From an optimization exercise on the open Yosys and OpenROAD flow, aimed at small area; shortcuts taken in it are not production practice. Power and IR drop assume default switching activity.

## double_ended_queue_unit
module double_ended_queue_unit #(
  parameter int DEPTH = 16
) (
  input  logic         clk,
  input  logic         rst_n,
  input  logic         in_tvalid,
  output logic         in_tready,
  input  logic [39:0]  in_tdata,
  input  logic [2:0]   in_tuser,
  output logic         out_tvalid,
  input  logic         out_tready,
  output logic [103:0] out_tdata
);
==> module deq_store, before the edit <==
module deq_store #(
  parameter int DEPTH = 16
) (
  input  logic                       clk,
  input  logic                       wr_now,
  input  logic                       keep_now,    
  input  logic                       ones_now,
  input  logic [deq_pkg::WORD_W-1:0] wr_data,
  output logic [deq_pkg::WORD_W-1:0] tap
);
  localparam int W = deq_pkg::WORD_W;
  logic [DEPTH*W-1:0] ring;
  assign tap = (wr_data & {W{wr_now}}) | (ring[DEPTH*W-1 -: W] & {W{keep_now}}) | {W{ones_now}};
  always_ff @(posedge clk) begin
    ring <= {ring[(DEPTH-1)*W-1:0], tap};
  end
endmodule
==> module double_ended_queue_unit, before the edit <==
module double_ended_queue_unit #(
  parameter int DEPTH = 16
) (
  input  logic         clk,
  input  logic         rst_n,
  input  logic         in_tvalid,
  output logic         in_tready,
  input  logic [39:0]  in_tdata,
  input  logic [2:0]   in_tuser,
  output logic         out_tvalid,
  input  logic         out_tready,
  output logic [103:0] out_tdata
);
  localparam int W  = deq_pkg::WORD_W;
  localparam int AW = $clog2(DEPTH);
  localparam int CW = $clog2(DEPTH + 1);
  logic          busy, force_r, ones_r, wr_r, keep_r, ldp_r, ldf_r, ldb_r;
  logic          out_valid_r;
  logic          pok_r, drop_r;
  logic [W-1:0]  pop_r, front_r, back_r;
  logic          last, ahead, begin_now, ones_ok, sweep_next, accept;
  logic [W-1:0]  tap;
  logic [CW-1:0] count;
  logic          do_pop, dropped, none_after, w_hit, p_hit, f_hit, b_hit;
  assign begin_now  = ~busy & ~force_r & ahead & in_tvalid & (~out_valid_r | out_tready);
  assign ones_ok    = begin_now & (~count[CW-1] | none_after);
  assign sweep_next = force_r | (busy & ~last);
  assign in_tready  = busy & last;
  assign accept     = in_tvalid & in_tready;
  deq_ctrl #(
    .AW(AW),
    .CW(CW)
  ) u_ctrl (
    .clk       (clk),
    .rst_n     (rst_n),
    .kind      (in_tuser),
    .accept    (accept),
    .last      (last),
    .ahead     (ahead),
    .count     (count),
    .do_pop    (do_pop),
    .dropped   (dropped),
    .none_after(none_after),
    .w_hit     (w_hit),
    .p_hit     (p_hit),
    .f_hit     (f_hit),
    .b_hit     (b_hit)
  );
  deq_store #(
    .DEPTH(DEPTH)
  ) u_store (
    .clk     (clk),
    .wr_now  (wr_r),
    .keep_now(keep_r),
    .ones_now(ones_r),
    .wr_data (in_tdata[W-1:0]),
    .tap     (tap)
  );
  always_ff @(posedge clk) begin
    if (!rst_n) begin
      busy        <= 1'b0;
      force_r     <= 1'b0;
      ones_r      <= 1'b0;
      wr_r        <= 1'b0;
      keep_r      <= 1'b1;
      ldp_r       <= 1'b0;
      ldf_r       <= 1'b0;
      ldb_r       <= 1'b0;
      out_valid_r <= 1'b0;
    end else begin
      busy        <= sweep_next;
      force_r     <= begin_now;
      ones_r      <= ones_ok;
      wr_r        <= sweep_next & w_hit;
      keep_r      <= ~(sweep_next & w_hit);
      ldp_r       <= begin_now ? (ones_ok & ~do_pop) : (sweep_next & p_hit);
      ldf_r       <= begin_now ? none_after : (sweep_next & ~none_after & f_hit);
      ldb_r       <= begin_now ? none_after : (sweep_next & ~none_after & b_hit);
      out_valid_r <= accept | (out_valid_r & ~out_tready);
    end
  end
  always_ff @(posedge clk) begin
    if (accept) begin
      pok_r  <= do_pop;
      drop_r <= dropped;
    end
    if (ldp_r) begin
      pop_r <= tap;
    end
    if (ldf_r) begin
      front_r <= tap;
    end
    if (ldb_r) begin
      back_r <= tap;
    end
  end
  assign out_tvalid = out_valid_r;
  assign out_tdata  = {drop_r, (count == '0), count, back_r, front_r, pok_r, pop_r};
endmodule
Settings: LEC_CHECK=0, CAP_MARGIN=20, CORE_MARGIN=2, CORE_UTILIZATION=55, CTS_BUF_LIST=sky130_fd_sc_hd__clkbuf_16, CTS_CLUSTER_DIAMETER=90, CTS_CLUSTER_SIZE=36, PLACE_DENSITY=0.7, SLEW_MARGIN=20; clock period 5.0 ns.
standard.sh (not shown) runs the stock make flow with config.mk's settings and CLKGATE_MAP_FILE= SYNTH_SCRIPT=/design/flow/synth_recipe.tcl, a recipe that flattens the netlist after the stock synthesis.
==> flow/flow/run.sh <==
#!/bin/bash
# Standard layout, with the port buffers made of the smallest buffer cell.
set -euo pipefail
export BUFFER_PORTS_ARGS="-buffer_cell sky130_fd_sc_hd__buf_1"
bash standard.sh > flow.log 2>&1
==> next run, changes <==
--- a/flow/design.v
+++ b/flow/design.v
@@ -27,18 +27,16 @@
 module deq_store #(
   parameter int DEPTH = 16
 ) (
   input  logic                       clk,
   input  logic                       wr_now,
-  input  logic                       keep_now,    
-  input  logic                       ones_now,
   input  logic [deq_pkg::WORD_W-1:0] wr_data,
   output logic [deq_pkg::WORD_W-1:0] tap
 );
   localparam int W = deq_pkg::WORD_W;
   logic [DEPTH*W-1:0] ring;
-  assign tap = (wr_data & {W{wr_now}}) | (ring[DEPTH*W-1 -: W] & {W{keep_now}}) | {W{ones_now}};
+  assign tap = wr_now ? wr_data : ring[DEPTH*W-1 -: W];
   always_ff @(posedge clk) begin
     ring <= {ring[(DEPTH-1)*W-1:0], tap};
   end
 endmodule
 module deq_ctrl #(
@@ -132,20 +130,19 @@
   output logic [103:0] out_tdata
 );
   localparam int W  = deq_pkg::WORD_W;
   localparam int AW = $clog2(DEPTH);
   localparam int CW = $clog2(DEPTH + 1);
-  logic          busy, force_r, ones_r, wr_r, keep_r, ldp_r, ldf_r, ldb_r;
+  logic          busy, force_r, wr_r, ldp_r, ldf_r, ldb_r;
   logic          out_valid_r;
   logic          pok_r, drop_r;
   logic [W-1:0]  pop_r, front_r, back_r;
-  logic          last, ahead, begin_now, ones_ok, sweep_next, accept;
-  logic [W-1:0]  tap;
+  logic          last, ahead, begin_now, sweep_next, accept;
+  logic [W-1:0]  tap, tap_or;
   logic [CW-1:0] count;
   logic          do_pop, dropped, none_after, w_hit, p_hit, f_hit, b_hit;
   assign begin_now  = ~busy & ~force_r & ahead & in_tvalid & (~out_valid_r | out_tready);
-  assign ones_ok    = begin_now & (~count[CW-1] | none_after);
   assign sweep_next = force_r | (busy & ~last);
   assign in_tready  = busy & last;
   assign accept     = in_tvalid & in_tready;
   deq_ctrl #(
     .AW(AW),
@@ -167,35 +164,30 @@
     .b_hit     (b_hit)
   );
   deq_store #(
     .DEPTH(DEPTH)
   ) u_store (
-    .clk     (clk),
-    .wr_now  (wr_r),
-    .keep_now(keep_r),
-    .ones_now(ones_r),
-    .wr_data (in_tdata[W-1:0]),
-    .tap     (tap)
+    .clk    (clk),
+    .wr_now (wr_r),
+    .wr_data(in_tdata[W-1:0]),
+    .tap    (tap)
   );
+  assign tap_or = tap | {W{force_r}};
   always_ff @(posedge clk) begin
     if (!rst_n) begin
       busy        <= 1'b0;
       force_r     <= 1'b0;
-      ones_r      <= 1'b0;
       wr_r        <= 1'b0;
-      keep_r      <= 1'b1;
       ldp_r       <= 1'b0;
       ldf_r       <= 1'b0;
       ldb_r       <= 1'b0;
       out_valid_r <= 1'b0;
     end else begin
       busy        <= sweep_next;
       force_r     <= begin_now;
-      ones_r      <= ones_ok;
       wr_r        <= sweep_next & w_hit;
-      keep_r      <= ~(sweep_next & w_hit);
-      ldp_r       <= begin_now ? (ones_ok & ~do_pop) : (sweep_next & p_hit);
+      ldp_r       <= begin_now ? ~do_pop : (sweep_next & p_hit);
       ldf_r       <= begin_now ? none_after : (sweep_next & ~none_after & f_hit);
       ldb_r       <= begin_now ? none_after : (sweep_next & ~none_after & b_hit);
       out_valid_r <= accept | (out_valid_r & ~out_tready);
     end
   end
@@ -203,17 +195,17 @@
     if (accept) begin
       pok_r  <= do_pop;
       drop_r <= dropped;
     end
     if (ldp_r) begin
-      pop_r <= tap;
+      pop_r <= tap_or;
     end
     if (ldf_r) begin
-      front_r <= tap;
+      front_r <= tap_or;
     end
     if (ldb_r) begin
-      back_r <= tap;
+      back_r <= tap_or;
     end
   end
   assign out_tvalid = out_valid_r;
   assign out_tdata  = {drop_r, (count == '0), count, back_r, front_r, pok_r, pop_r};
 endmodule
Non-clock buffer count falls by 2.
Worst hold slack got worse by 0.0038 ns.
Total power shrinks by 0.49%.
Worst setup slack loses 0.080 ns.
Area after synthesis is higher by 1.5%.
Sequential power stays flat.
Clock power stays flat.
Global-route usage rises by 0.18 points.
Via count decreases by 0.93%.
Sequential share of layout area shrinks by 1.2 points.
Die area increases by 1.5%.
Count of clock-buffer cells in the layout goes down by 1.
Function was not checked in any run of this note: the RTL went through the layout flow alone.

## static timing again, ports no longer ideal
How much do the figures lean on ideal ports? The routed layouts below were timed once more, with nothing changed but the port constraints. Step 1, drivers: a clkbuf_16 drives clk and a buf_2 each remaining input, both assumed. Step 2 times the ports against the registers' clock, not the clock port: input delays grow and output delays shrink by t, the midpoint of the rising clock arrivals with the driver on. a / b / c = ideal ports / drivers / drivers and shift; a / b = the first two.
| run | shift t [ns] | setup WS [ns] | cell pins on the clock port's net |
|---|---|---|---|
| the first run | 0.579 | 2.134 / 2.087 / 1.578 | 1 |
| the second run | 0.582 | 2.054 / 2.007 / 1.489 | 1 |
After both steps setup and hold are still met in every run listed. For the second run, which loses most, drivers alone change the setup slack by -0.047 ns; drivers and shift together by -0.565 ns.
